From an optimization exercise on the open Yosys and OpenROAD flow, aimed at small area, a short achievable clock period and few clock cycles per item; shortcuts taken in it are not production practice. Where RTL was checked, it was by simulation tests only, not by an equivalence proof against the original. Power and IR drop assume default switching activity.

==> inputs of run a <==
==> flow/design.v <==
package fusion_pkg;
  typedef enum logic [1:0] {
    MODE_TRUNC    = 2'd0,
    MODE_ROUND    = 2'd1,
    MODE_PASS_NEW = 2'd2,
    MODE_PASS_OLD = 2'd3
  } mode_e;
  function automatic int beats_per_frame(input int image_dim, input int pixels_per_beat);
    beats_per_frame = (image_dim * image_dim) / pixels_per_beat;
  endfunction
  function automatic int cnt_width(input int n);
    cnt_width = (n > 1) ? $clog2(n) : 1;
  endfunction
endpackage
module fusion_lane
(
  input  logic       clk,
  input  logic       en,           
  input  logic       frc_one,      
  input  logic       frc_zero,     
  input  logic       c_half,       
  input  logic       c_pass,       
  input  logic       sel_y,        
  input  logic       sel_x,        
  input  logic       pass2,        
  input  logic [7:0] x_in,
  input  logic [7:0] y_in,
  input  logic [7:0] d_in,
  output logic [7:0] fused
);
  logic [7:0] deff;
  logic [7:0] pp0, pp1, pp2, pp3, pp4, pp5, pp6, pp7;
  logic [15:0] row_a, row_b, sum;
  logic [7:0] blend;
  logic s1, c2, s3, c4, s5, c6, s7, c8, s9, c10, s11, c12, s13, c14, s15, c16, s17, c18, s19, c20, s21, c22, s23, c24, s25, c26, s27, c28, s29, c30, s31, c32, s33, c34, s35, c36, s37, c38, s39, c40, s41, c42, s43, c44, s45, c46, s47, c48, s49, c50, s51, c52, s53, c54, s55, c56, s57, c58, s59, c60, s61, c62, s63, c64, s65, c66, s67, c68, s69, c70, s71, c72, s73, c74, s75, c76, s103, c104, s105, c106, s107, c108, s109, c110, s111, c112;
  logic r77, r78, r79, r80, r81, r82, r83, r84, r85, r86, r87, r88, r89, r90, r91, r92, r93, r94, r95, r96, r97, r98, r99, r100, r101, r102;
  assign deff = d_in;
  assign pp0 = deff[0] ? y_in : x_in;
  assign pp1 = deff[1] ? y_in : x_in;
  assign pp2 = deff[2] ? y_in : x_in;
  assign pp3 = deff[3] ? y_in : x_in;
  assign pp4 = deff[4] ? y_in : x_in;
  assign pp5 = deff[5] ? y_in : x_in;
  assign pp6 = deff[6] ? y_in : x_in;
  assign pp7 = deff[7] ? y_in : x_in;
  logic pass1;
  logic [7:0] v;
  assign pass1 = sel_x | sel_y;
  assign v = sel_x ? x_in : y_in;
  assign s1 = pp0[6] ^ pp1[5];
  assign c2 = pp0[6] & pp1[5];
  assign s3 = (c_half ^ pp0[7]) ^ pp1[6];
  assign c4 = (c_half & pp0[7]) | (pp1[6] & (c_half ^ pp0[7]));
  assign s5 = (pp2[5] ^ pp3[4]) ^ pp4[3];
  assign c6 = (pp2[5] & pp3[4]) | (pp4[3] & (pp2[5] ^ pp3[4]));
  assign s7 = pp5[2] ^ pp6[1];
  assign c8 = pp5[2] & pp6[1];
  assign s9 = (pp1[7] ^ pp2[6]) ^ pp3[5];
  assign c10 = (pp1[7] & pp2[6]) | (pp3[5] & (pp1[7] ^ pp2[6]));
  assign s11 = (pp4[4] ^ pp5[3]) ^ pp6[2];
  assign c12 = (pp4[4] & pp5[3]) | (pp6[2] & (pp4[4] ^ pp5[3]));
  assign s13 = (pp2[7] ^ pp3[6]) ^ pp4[5];
  assign c14 = (pp2[7] & pp3[6]) | (pp4[5] & (pp2[7] ^ pp3[6]));
  assign s15 = pp0[4] ^ pp1[3];
  assign c16 = pp0[4] & pp1[3];
  assign s17 = (pp0[5] ^ pp1[4]) ^ pp2[3];
  assign c18 = (pp0[5] & pp1[4]) | (pp2[3] & (pp0[5] ^ pp1[4]));
  assign s19 = pp3[2] ^ pp4[1];
  assign c20 = pp3[2] & pp4[1];
  assign s21 = (pp2[4] ^ pp3[3]) ^ pp4[2];
  assign c22 = (pp2[4] & pp3[3]) | (pp4[2] & (pp2[4] ^ pp3[3]));
  assign s23 = (pp5[1] ^ pp6[0]) ^ s1;
  assign c24 = (pp5[1] & pp6[0]) | (s1 & (pp5[1] ^ pp6[0]));
  assign s25 = (pp7[0] ^ c2) ^ s7;
  assign c26 = (pp7[0] & c2) | (s7 & (pp7[0] ^ c2));
  assign s27 = s3 ^ s5;
  assign c28 = s3 & s5;
  assign s29 = (pp7[1] ^ c8) ^ c4;
  assign c30 = (pp7[1] & c8) | (c4 & (pp7[1] ^ c8));
  assign s31 = (c6 ^ s9) ^ s11;
  assign c32 = (c6 & s9) | (s11 & (c6 ^ s9));
  assign s33 = (pp5[4] ^ pp6[3]) ^ pp7[2];
  assign c34 = (pp5[4] & pp6[3]) | (pp7[2] & (pp5[4] ^ pp6[3]));
  assign s35 = (c10 ^ c12) ^ s13;
  assign c36 = (c10 & c12) | (s13 & (c10 ^ c12));
  assign s37 = (pp3[7] ^ pp4[6]) ^ pp5[5];
  assign c38 = (pp3[7] & pp4[6]) | (pp5[5] & (pp3[7] ^ pp4[6]));
  assign s39 = (pp6[4] ^ pp7[3]) ^ c14;
  assign c40 = (pp6[4] & pp7[3]) | (c14 & (pp6[4] ^ pp7[3]));
  assign s41 = (pp4[7] ^ pp5[6]) ^ pp6[5];
  assign c42 = (pp4[7] & pp5[6]) | (pp6[5] & (pp4[7] ^ pp5[6]));
  assign s43 = pp0[3] ^ pp1[2];
  assign c44 = pp0[3] & pp1[2];
  assign s45 = (pp2[2] ^ pp3[1]) ^ pp4[0];
  assign c46 = (pp2[2] & pp3[1]) | (pp4[0] & (pp2[2] ^ pp3[1]));
  assign s47 = (pp5[0] ^ c16) ^ s19;
  assign c48 = (pp5[0] & c16) | (s19 & (pp5[0] ^ c16));
  assign s49 = (c20 ^ c18) ^ s21;
  assign c50 = (c20 & c18) | (s21 & (c20 ^ c18));
  assign s51 = (c22 ^ c24) ^ s25;
  assign c52 = (c22 & c24) | (s25 & (c22 ^ c24));
  assign s53 = (c26 ^ c28) ^ s29;
  assign c54 = (c26 & c28) | (s29 & (c26 ^ c28));
  assign s55 = (s33 ^ c30) ^ c32;
  assign c56 = (s33 & c30) | (c32 & (s33 ^ c30));
  assign s57 = (c34 ^ s37) ^ c36;
  assign c58 = (c34 & s37) | (c36 & (c34 ^ s37));
  assign s59 = (pp7[4] ^ c38) ^ s41;
  assign c60 = (pp7[4] & c38) | (s41 & (pp7[4] ^ c38));
  assign s61 = (pp5[7] ^ pp6[6]) ^ pp7[5];
  assign c62 = (pp5[7] & pp6[6]) | (pp7[5] & (pp5[7] ^ pp6[6]));
  assign s63 = (pp0[2] ^ pp1[1]) ^ pp2[0];
  assign c64 = (pp0[2] & pp1[1]) | (pp2[0] & (pp0[2] ^ pp1[1]));
  assign s65 = (pp2[1] ^ pp3[0]) ^ s43;
  assign c66 = (pp2[1] & pp3[0]) | (s43 & (pp2[1] ^ pp3[0]));
  assign s67 = (c44 ^ s15) ^ s45;
  assign c68 = (c44 & s15) | (s45 & (c44 ^ s15));
  assign s69 = (c46 ^ s17) ^ s47;
  assign c70 = (c46 & s17) | (s47 & (c46 ^ s17));
  assign s71 = (c48 ^ s23) ^ s49;
  assign c72 = (c48 & s23) | (s49 & (c48 ^ s23));
  assign s73 = (c42 ^ s61) ^ c60;
  assign c74 = (c42 & s61) | (c60 & (c42 ^ s61));
  assign s75 = (pp6[7] ^ pp7[6]) ^ c62;
  assign c76 = (pp6[7] & pp7[6]) | (c62 & (pp6[7] ^ pp7[6]));
  logic [5:0] low_sum;
  assign low_sum = {1'b0, c66, c64, s63, pp0[1], pp0[0]} + {1'b0, s67, s65, 1'b0, pp1[0], 1'b0};
  assign s103 = (r81 ^ r82) ^ r83;
  assign c104 = (r81 & r82) | (r83 & (r81 ^ r82));
  assign s105 = (r85 ^ r86) ^ r87;
  assign c106 = (r85 & r86) | (r87 & (r85 ^ r86));
  assign s107 = (r88 ^ r89) ^ r90;
  assign c108 = (r88 & r89) | (r90 & (r88 ^ r89));
  assign s109 = (r91 ^ r92) ^ r93;
  assign c110 = (r91 & r92) | (r93 & (r91 ^ r92));
  assign s111 = (r94 ^ r95) ^ r96;
  assign c112 = (r94 & r95) | (r96 & (r94 ^ r95));
  assign row_a = {1'b0, r100, r98, c112, c110, c108, c106, c104, s103, r79, r77, 1'b0, 1'b0, 1'b0, 1'b0, 1'b0};
  assign row_b = {1'b0, r101, r99, r97, s111, s109, s107, s105, r84, r80, r78, 1'b0, 1'b0, 1'b0, 1'b0, 1'b0};
  logic [11:0] sum_hi;
  assign sum_hi = {row_a[15:5], 1'b1} + {row_b[15:5], r102};
  assign sum = {sum_hi[11:1], 5'b0};
  assign blend = sum[15:8];
  always_ff @(posedge clk) begin
    if (en) begin
      r77 <= pass1 ? v[0] : c68;
      r78 <= s69;
      r79 <= c70;
      r80 <= s71;
      r81 <= pass1 ? v[1] : c50;
      r82 <= s51;
      r83 <= pass1 ? v[2] : s27;
      r84 <= c72;
      r85 <= c52;
      r86 <= s53;
      r87 <= s31;
      r88 <= c54;
      r89 <= s55;
      r90 <= s35;
      r91 <= c56;
      r92 <= s57;
      r93 <= pass1 ? v[3] : s39;
      r94 <= c58;
      r95 <= s59;
      r96 <= pass1 ? v[4] : c40;
      r97 <= s73;
      r98 <= c74;
      r99 <= pass1 ? v[5] : s75;
      r100 <= pass1 ? v[6] : pp7[7];
      r101 <= pass1 ? v[7] : c76;
      r102 <= low_sum[5];
    end
  end
  logic [7:0] res;
  assign res = pass2 ? {r101, r100, r99, r96, r93, r83, r81, r77} : blend;
  always_ff @(posedge clk)
    if (en) fused <= res;
endmodule
module fusion_blend_v2
#(
  parameter int PIXELS_PER_BEAT = 16,
  parameter int PIX_W           = 8,
  parameter int WGT_W           = 8,
  parameter int IMAGE_DIM       = 512
) (
  input  logic                             clk,
  input  logic                             rst,
  input  logic [1:0]                       mode,
  input  logic                             in_valid,
  output logic                             in_ready,
  input  logic [PIX_W*PIXELS_PER_BEAT-1:0] old_frame,
  input  logic [PIX_W*PIXELS_PER_BEAT-1:0] new_frame,
  input  logic [WGT_W*PIXELS_PER_BEAT-1:0] weight,
  output logic                             out_valid,
  input  logic                             out_ready,
  output logic [PIX_W*PIXELS_PER_BEAT-1:0] fused_frame,
  output logic                             out_last,
  output logic                             frame_done
);
  localparam int BPF   = fusion_pkg::beats_per_frame(IMAGE_DIM, PIXELS_PER_BEAT);
  localparam int CNT_W = fusion_pkg::cnt_width(BPF);
  localparam logic [CNT_W-1:0] LAST_IDX = CNT_W'(BPF - 1);
  localparam int NST = 2;    
  localparam bit PASSMUX = 1;
  logic             en, acc, out_hs, first_beat, is_last, hold0;
  logic             mode_ok_q, mode_ok_d, first_q, first_d, hold0_q;
  logic [NST-1:0]   v_q, last_q;
  logic             done_q;
  logic [CNT_W-1:0] cnt_q;
  assign en     = !v_q[NST-1] || out_ready;
  assign out_hs = v_q[NST-1] && out_ready;
  assign is_last = (cnt_q == LAST_IDX);
  assign first_beat = first_q;
  assign hold0      = hold0_q;
  assign in_ready   = en && !hold0;
  assign acc        = in_valid && in_ready;
  always_comb begin
    first_d   = first_q;
    mode_ok_d = mode_ok_q;
    if (in_valid && hold0) mode_ok_d = 1'b1;
    if (acc) begin
      first_d = is_last;
      if (first_beat) mode_ok_d = 1'b0;
    end
  end
  always_ff @(posedge clk) begin
    if (rst) begin
      mode_ok_q <= 1'b0;
      first_q   <= 1'b1;
      hold0_q   <= 1'b1;
      cnt_q     <= '0;
      v_q       <= '0;
      done_q    <= 1'b0;
    end else begin
      mode_ok_q <= mode_ok_d;
      first_q   <= first_d;
      hold0_q   <= first_d && !mode_ok_d;
      if (acc) cnt_q <= is_last ? '0 : cnt_q + CNT_W'(1);
      if (en) v_q <= NST'({v_q, in_valid && !hold0});
      done_q <= out_hs && last_q[NST-1];
    end
  end
  always_ff @(posedge clk)
    if (en) last_q <= NST'({last_q, is_last});
  logic p_new, p_old, c_half, c_pass, frc_one, frc_zero, sel_x, sel_y;
  always_ff @(posedge clk) begin
    if (rst) begin
      p_new    <= 1'b0;
      p_old    <= 1'b0;
      c_half   <= 1'b0;
      c_pass   <= 1'b0;
    end else if (in_valid && hold0) begin
      p_new    <= (mode == 2'd2);
      p_old    <= (mode == 2'd3);
      c_half   <= PASSMUX ? (mode == 2'd1) : (mode != 2'd0);
      c_pass   <= !PASSMUX && mode[1];
    end
  end
  assign frc_one  = !PASSMUX && p_new;
  assign frc_zero = !PASSMUX && p_old;
  assign sel_y    = PASSMUX && p_new;
  assign sel_x    = PASSMUX && p_old;
  logic pass2_q;
  always_ff @(posedge clk)
    if (en) pass2_q <= p_new || p_old;
  for (genvar i = 0; i < PIXELS_PER_BEAT; i++) begin : g_lane
    fusion_lane u_lane (
      .clk      (clk),
      .en       (en),
      .frc_one  (frc_one),
      .frc_zero (frc_zero),
      .c_half   (c_half),
      .c_pass   (c_pass),
      .sel_y    (sel_y),
      .sel_x    (sel_x),
      .pass2    (pass2_q),
      .x_in     (old_frame[i*PIX_W +: PIX_W]),
      .y_in     (new_frame[i*PIX_W +: PIX_W]),
      .d_in     (weight[i*WGT_W +: WGT_W]),
      .fused    (fused_frame[i*PIX_W +: PIX_W])
    );
  end
  assign out_valid  = v_q[NST-1];
  assign out_last   = last_q[NST-1];
  assign frame_done = done_q;
endmodule
==> flow/flow/run.sh <==
#!/bin/bash
# Own layout flow: the standard layout (standard.sh, unchanged synthesis and steps), with
# the port buffers that global placement inserts made plain buffers instead of the default
# delay-buffer cell. Every input and output port still gets its own buffer.
set -euo pipefail
export BUFFER_PORTS_ARGS="-buffer_cell sky130_fd_sc_hd__buf_2"
bash standard.sh > standard.log 2>&1
==> flow/standard.sh <==
#!/bin/bash
# synth_recipe.tcl (not shown) runs the flow's synth.tcl, then flattens the netlist and writes it again
# the make line also repeats each setting of config.mk as NAME=value (left out here)
make -C /OpenROAD-flow-scripts/flow DESIGN_CONFIG=/design/flow/config.mk WORK_HOME=/design/flow/orfs CLKGATE_MAP_FILE= SYNTH_SCRIPT=/design/flow/synth_recipe.tcl "${@:-finish}"
==> flow/config.mk <==
export PLATFORM = sky130hd
export DESIGN_NAME = fusion_blend_v2
export DESIGN_NICKNAME = fusion_blend_v2
export VERILOG_FILES = /design/flow/design.v
export SDC_FILE = /design/flow/constraint.sdc
export NUM_CORES = 4
export LEC_CHECK = 0
export CAP_MARGIN = 5
export CORE_MARGIN = 2
export CORE_UTILIZATION = 70
export CTS_BUF_LIST = sky130_fd_sc_hd__clkbuf_8
export CTS_CLUSTER_SIZE = 30
export PLACE_DENSITY = 0.76
export SETUP_SLACK_MARGIN = 2.7
export SLEW_MARGIN = 5
==> flow/constraint.sdc <==
create_clock -name core_clock -period 5.5 [get_ports {clk}]
set_input_delay 1.1000 -clock core_clock [delete_from_list [all_inputs] [get_ports {clk}]]
set_output_delay 1.1000 -clock core_clock [all_outputs]
set_load 0.01 [all_outputs]
==> run b: changes against run a <==
--- a/flow/design.v
+++ b/flow/design.v
@@ -33,6 +33,6 @@
   logic [15:0] row_a, row_b, sum;
   logic [7:0] blend;
-  logic s1, c2, s3, c4, s5, c6, s7, c8, s9, c10, s11, c12, s13, c14, s15, c16, s17, c18, s19, c20, s21, c22, s23, c24, s25, c26, s27, c28, s29, c30, s31, c32, s33, c34, s35, c36, s37, c38, s39, c40, s41, c42, s43, c44, s45, c46, s47, c48, s49, c50, s51, c52, s53, c54, s55, c56, s57, c58, s59, c60, s61, c62, s63, c64, s65, c66, s67, c68, s69, c70, s71, c72, s73, c74, s75, c76, s103, c104, s105, c106, s107, c108, s109, c110, s111, c112;
-  logic r77, r78, r79, r80, r81, r82, r83, r84, r85, r86, r87, r88, r89, r90, r91, r92, r93, r94, r95, r96, r97, r98, r99, r100, r101, r102;
+  logic s1, c2, s3, c4, s5, c6, s7, c8, s9, c10, s11, c12, s13, c14, s15, c16, s17, c18, s19, c20, s21, c22, s23, c24, s25, c26, s27, c28, s29, c30, s31, c32, s33, c34, s35, c36, s37, c38, s39, c40, s41, c42, s43, c44, s45, c46, s47, c48, s49, c50, s51, c52, s53, c54, s55, c56, s57, c58, s59, c60, s61, c62, s63, c64, s65, c66, s67, c68, s69, c70, s71, c72, s73, c74, s102, c103, s104, c105, s106, c107, s108, c109, s110, c111, s112, c113;
+  logic r75, r76, r77, r78, r79, r80, r81, r82, r83, r84, r85, r86, r87, r88, r89, r90, r91, r92, r93, r94, r95, r96, r97, r98, r99, r100, r101;
   assign deff = d_in;
   assign pp0 = deff[0] ? y_in : x_in;
@@ -118,60 +118,61 @@
   assign s69 = (c46 ^ s17) ^ s47;
   assign c70 = (c46 & s17) | (s47 & (c46 ^ s17));
-  assign s71 = (c48 ^ s23) ^ s49;
-  assign c72 = (c48 & s23) | (s49 & (c48 ^ s23));
-  assign s73 = (c42 ^ s61) ^ c60;
-  assign c74 = (c42 & s61) | (c60 & (c42 ^ s61));
-  assign s75 = (pp6[7] ^ pp7[6]) ^ c62;
-  assign c76 = (pp6[7] & pp7[6]) | (c62 & (pp6[7] ^ pp7[6]));
+  assign s71 = (c42 ^ s61) ^ c60;
+  assign c72 = (c42 & s61) | (c60 & (c42 ^ s61));
+  assign s73 = (pp6[7] ^ pp7[6]) ^ c62;
+  assign c74 = (pp6[7] & pp7[6]) | (c62 & (pp6[7] ^ pp7[6]));
   logic [5:0] low_sum;
   assign low_sum = {1'b0, c66, c64, s63, pp0[1], pp0[0]} + {1'b0, s67, s65, 1'b0, pp1[0], 1'b0};
-  assign s103 = (r81 ^ r82) ^ r83;
-  assign c104 = (r81 & r82) | (r83 & (r81 ^ r82));
-  assign s105 = (r85 ^ r86) ^ r87;
-  assign c106 = (r85 & r86) | (r87 & (r85 ^ r86));
-  assign s107 = (r88 ^ r89) ^ r90;
-  assign c108 = (r88 & r89) | (r90 & (r88 ^ r89));
-  assign s109 = (r91 ^ r92) ^ r93;
-  assign c110 = (r91 & r92) | (r93 & (r91 ^ r92));
-  assign s111 = (r94 ^ r95) ^ r96;
-  assign c112 = (r94 & r95) | (r96 & (r94 ^ r95));
-  assign row_a = {1'b0, r100, r98, c112, c110, c108, c106, c104, s103, r79, r77, 1'b0, 1'b0, 1'b0, 1'b0, 1'b0};
-  assign row_b = {1'b0, r101, r99, r97, s111, s109, s107, s105, r84, r80, r78, 1'b0, 1'b0, 1'b0, 1'b0, 1'b0};
+  assign s102 = (r77 ^ r78) ^ r79;
+  assign c103 = (r77 & r78) | (r79 & (r77 ^ r78));
+  assign s104 = (r81 ^ r82) ^ r83;
+  assign c105 = (r81 & r82) | (r83 & (r81 ^ r82));
+  assign s106 = (r84 ^ r85) ^ r86;
+  assign c107 = (r84 & r85) | (r86 & (r84 ^ r85));
+  assign s108 = (r87 ^ r88) ^ r89;
+  assign c109 = (r87 & r88) | (r89 & (r87 ^ r88));
+  assign s110 = (r90 ^ r91) ^ r92;
+  assign c111 = (r90 & r91) | (r92 & (r90 ^ r91));
+  assign s112 = (r93 ^ r94) ^ r95;
+  assign c113 = (r93 & r94) | (r95 & (r93 ^ r94));
+  assign row_a = {1'b0, r99, r97, c113, c111, c109, c107, c105, c103, s102, r75, 1'b0, 1'b0, 1'b0, 1'b0, 1'b0};
+  assign row_b = {1'b0, r100, r98, r96, s112, s110, s108, s106, s104, r80, r76, 1'b0, 1'b0, 1'b0, 1'b0, 1'b0};
   logic [11:0] sum_hi;
-  assign sum_hi = {row_a[15:5], 1'b1} + {row_b[15:5], r102};
+  assign sum_hi = {row_a[15:5], 1'b1} + {row_b[15:5], r101};
   assign sum = {sum_hi[11:1], 5'b0};
   assign blend = sum[15:8];
   always_ff @(posedge clk) begin
     if (en) begin
-      r77 <= pass1 ? v[0] : c68;
-      r78 <= s69;
-      r79 <= c70;
-      r80 <= s71;
-      r81 <= pass1 ? v[1] : c50;
+      r75 <= pass1 ? v[0] : c68;
+      r76 <= s69;
+      r77 <= pass1 ? v[1] : c48;
+      r78 <= s49;
+      r79 <= pass1 ? v[2] : s23;
+      r80 <= c70;
+      r81 <= pass1 ? v[3] : c50;
       r82 <= s51;
-      r83 <= pass1 ? v[2] : s27;
-      r84 <= c72;
-      r85 <= c52;
-      r86 <= s53;
-      r87 <= s31;
-      r88 <= c54;
-      r89 <= s55;
-      r90 <= s35;
-      r91 <= c56;
-      r92 <= s57;
-      r93 <= pass1 ? v[3] : s39;
-      r94 <= c58;
-      r95 <= s59;
-      r96 <= pass1 ? v[4] : c40;
-      r97 <= s73;
-      r98 <= c74;
-      r99 <= pass1 ? v[5] : s75;
-      r100 <= pass1 ? v[6] : pp7[7];
-      r101 <= pass1 ? v[7] : c76;
-      r102 <= low_sum[5];
+      r83 <= pass1 ? v[4] : s27;
+      r84 <= c52;
+      r85 <= s53;
+      r86 <= s31;
+      r87 <= c54;
+      r88 <= s55;
+      r89 <= s35;
+      r90 <= c56;
+      r91 <= s57;
+      r92 <= s39;
+      r93 <= c58;
+      r94 <= s59;
+      r95 <= pass1 ? v[5] : c40;
+      r96 <= s71;
+      r97 <= c72;
+      r98 <= s73;
+      r99 <= pass1 ? v[6] : pp7[7];
+      r100 <= pass1 ? v[7] : c74;
+      r101 <= low_sum[5];
     end
   end
   logic [7:0] res;
-  assign res = pass2 ? {r101, r100, r99, r96, r93, r83, r81, r77} : blend;
+  assign res = pass2 ? {r100, r99, r95, r83, r81, r79, r77, r75} : blend;
   always_ff @(posedge clk)
     if (en) fused <= res;
- CAP_MARGIN: 5 -> 20
- CORE_UTILIZATION: 70 -> 65
- PLACE_DENSITY: 0.76 -> 0.72
- SETUP_SLACK_MARGIN: 2.7 -> 2.6
- SLEW_MARGIN: 5 -> 20
==> run c: changes against run a <==
--- a/flow/design.v
+++ b/flow/design.v
@@ -33,6 +33,6 @@
   logic [15:0] row_a, row_b, sum;
   logic [7:0] blend;
-  logic s1, c2, s3, c4, s5, c6, s7, c8, s9, c10, s11, c12, s13, c14, s15, c16, s17, c18, s19, c20, s21, c22, s23, c24, s25, c26, s27, c28, s29, c30, s31, c32, s33, c34, s35, c36, s37, c38, s39, c40, s41, c42, s43, c44, s45, c46, s47, c48, s49, c50, s51, c52, s53, c54, s55, c56, s57, c58, s59, c60, s61, c62, s63, c64, s65, c66, s67, c68, s69, c70, s71, c72, s73, c74, s75, c76, s103, c104, s105, c106, s107, c108, s109, c110, s111, c112;
-  logic r77, r78, r79, r80, r81, r82, r83, r84, r85, r86, r87, r88, r89, r90, r91, r92, r93, r94, r95, r96, r97, r98, r99, r100, r101, r102;
+  logic s1, c2, s3, c4, s5, c6, s7, c8, s9, c10, s11, c12, s13, c14, s15, c16, s17, c18, s19, c20, s21, c22, s23, c24, s25, c26, s27, c28, s29, c30, s31, c32, s33, c34, s35, c36, s37, c38, s39, c40, s41, c42, s43, c44, s45, c46, s47, c48, s49, c50, s51, c52, s53, c54, s55, c56, s57, c58, s59, c60, s61, c62, s63, c64, s65, c66, s67, c68, s69, c70, s71, c72, s73, c74, s75, c76, s101, c102, s103, c104, s105, c106, s107, c108, s109, c110;
+  logic r77, r78, r79, r80, r81, r82, r83, r84, r85, r86, r87, r88, r89, r90, r91, r92, r93, r94, r95, r96, r97, r98, r99, r100;
   assign deff = d_in;
   assign pp0 = deff[0] ? y_in : x_in;
@@ -124,54 +124,52 @@
   assign s75 = (pp6[7] ^ pp7[6]) ^ c62;
   assign c76 = (pp6[7] & pp7[6]) | (c62 & (pp6[7] ^ pp7[6]));
-  logic [5:0] low_sum;
-  assign low_sum = {1'b0, c66, c64, s63, pp0[1], pp0[0]} + {1'b0, s67, s65, 1'b0, pp1[0], 1'b0};
-  assign s103 = (r81 ^ r82) ^ r83;
-  assign c104 = (r81 & r82) | (r83 & (r81 ^ r82));
-  assign s105 = (r85 ^ r86) ^ r87;
-  assign c106 = (r85 & r86) | (r87 & (r85 ^ r86));
-  assign s107 = (r88 ^ r89) ^ r90;
-  assign c108 = (r88 & r89) | (r90 & (r88 ^ r89));
-  assign s109 = (r91 ^ r92) ^ r93;
-  assign c110 = (r91 & r92) | (r93 & (r91 ^ r92));
-  assign s111 = (r94 ^ r95) ^ r96;
-  assign c112 = (r94 & r95) | (r96 & (r94 ^ r95));
-  assign row_a = {1'b0, r100, r98, c112, c110, c108, c106, c104, s103, r79, r77, 1'b0, 1'b0, 1'b0, 1'b0, 1'b0};
-  assign row_b = {1'b0, r101, r99, r97, s111, s109, s107, s105, r84, r80, r78, 1'b0, 1'b0, 1'b0, 1'b0, 1'b0};
-  logic [11:0] sum_hi;
-  assign sum_hi = {row_a[15:5], 1'b1} + {row_b[15:5], r102};
-  assign sum = {sum_hi[11:1], 5'b0};
+  logic [6:0] low_sum;
+  assign low_sum = {1'b0, c68, c66, c64, s63, pp0[1], pp0[0]} + {1'b0, s69, s67, s65, 1'b0, pp1[0], 1'b0};
+  assign s101 = (r79 ^ r80) ^ r81;
+  assign c102 = (r79 & r80) | (r81 & (r79 ^ r80));
+  assign s103 = (r83 ^ r84) ^ r85;
+  assign c104 = (r83 & r84) | (r85 & (r83 ^ r84));
+  assign s105 = (r86 ^ r87) ^ r88;
+  assign c106 = (r86 & r87) | (r88 & (r86 ^ r87));
+  assign s107 = (r89 ^ r90) ^ r91;
+  assign c108 = (r89 & r90) | (r91 & (r89 ^ r90));
+  assign s109 = (r92 ^ r93) ^ r94;
+  assign c110 = (r92 & r93) | (r94 & (r92 ^ r93));
+  assign row_a = {1'b0, r98, r96, c110, c108, c106, c104, c102, s101, r77, 1'b0, 1'b0, 1'b0, 1'b0, 1'b0, 1'b0};
+  assign row_b = {1'b0, r99, r97, r95, s109, s107, s105, s103, r82, r78, 1'b0, 1'b0, 1'b0, 1'b0, 1'b0, 1'b0};
+  logic [10:0] sum_hi;
+  assign sum_hi = {row_a[15:6], 1'b1} + {row_b[15:6], r100};
+  assign sum = {sum_hi[10:1], 6'b0};
   assign blend = sum[15:8];
   always_ff @(posedge clk) begin
     if (en) begin
-      r77 <= pass1 ? v[0] : c68;
-      r78 <= s69;
-      r79 <= c70;
-      r80 <= s71;
-      r81 <= pass1 ? v[1] : c50;
-      r82 <= s51;
-      r83 <= pass1 ? v[2] : s27;
-      r84 <= c72;
-      r85 <= c52;
-      r86 <= s53;
-      r87 <= s31;
-      r88 <= c54;
-      r89 <= s55;
-      r90 <= s35;
-      r91 <= c56;
-      r92 <= s57;
-      r93 <= pass1 ? v[3] : s39;
-      r94 <= c58;
-      r95 <= s59;
-      r96 <= pass1 ? v[4] : c40;
-      r97 <= s73;
-      r98 <= c74;
-      r99 <= pass1 ? v[5] : s75;
-      r100 <= pass1 ? v[6] : pp7[7];
-      r101 <= pass1 ? v[7] : c76;
-      r102 <= low_sum[5];
+      r77 <= c70;
+      r78 <= s71;
+      r79 <= pass1 ? v[0] : c50;
+      r80 <= s51;
+      r81 <= pass1 ? v[1] : s27;
+      r82 <= c72;
+      r83 <= c52;
+      r84 <= s53;
+      r85 <= pass1 ? v[2] : s31;
+      r86 <= c54;
+      r87 <= s55;
+      r88 <= s35;
+      r89 <= c56;
+      r90 <= s57;
+      r91 <= pass1 ? v[3] : s39;
+      r92 <= c58;
+      r93 <= s59;
+      r94 <= pass1 ? v[4] : c40;
+      r95 <= s73;
+      r96 <= c74;
+      r97 <= pass1 ? v[5] : s75;
+      r98 <= pass1 ? v[6] : pp7[7];
+      r99 <= pass1 ? v[7] : c76;
+      r100 <= low_sum[6];
     end
   end
   logic [7:0] res;
-  assign res = pass2 ? {r101, r100, r99, r96, r93, r83, r81, r77} : blend;
+  assign res = pass2 ? {r99, r98, r97, r94, r91, r85, r81, r79} : blend;
   always_ff @(posedge clk)
     if (en) fused <= res;
==> summary of the runs <==
- The lowest area after synthesis belongs to run b, the highest to run a.
- Against run a, the sequential power of run c is smaller by about 5.5%.
- Via count, highest first: run c, run a, run b.
- Cell area: run b < run a < run c.
- First-iteration DRC count: run c > run a > run b.
- Fmax: run b < run c < run a.
- Core utilization: run c > run a > run b.
- The highest worst setup slack belongs to run a, the lowest to run b.
- Clock skew is about the same in run c and run b.
- The highest global-route usage belongs to run c, the lowest to run b.
Testbench counts of run b, summed over its fixed seeds: cycles 65,548, items 65,536.
No functional check of the RTL was part of run a and run c.

[afterwards: timing with drivers on the ports]
How much do the figures lean on ideal ports? The routed layouts below were timed once more, with nothing changed but the port constraints.
Step 1 (the two cells are an assumption about what drives the block):
set clk [get_ports {clk}]
set_driving_cell -lib_cell sky130_fd_sc_hd__clkbuf_16 $clk
set_driving_cell -lib_cell sky130_fd_sc_hd__buf_2 [delete_from_list [all_inputs] $clk]
Step 2 also shifts input and output timing later by t, the mid clock arrival at the registers, as if the neighbouring blocks saw the same clock.
a / b / c = ideal ports / drivers / drivers and shift; a / b = the first two.
run	shift t [ns]	setup WS [ns]	worst setup path at the end	clock arrival spread, ns
run a	0.752	2.709 / 2.693 / 1.942	input to register	0.049 / 0.049
run b	0.772	2.651 / 2.651 / 1.996	input to register	0.037 / 0.037
run c	0.754	2.674 / 2.622 / 1.867	input to register	0.043 / 0.043
After both steps setup and hold are still met in every run listed. The setup slack of run c, which loses most, moves by -0.052 ns with the drivers and by -0.807 ns with both steps.
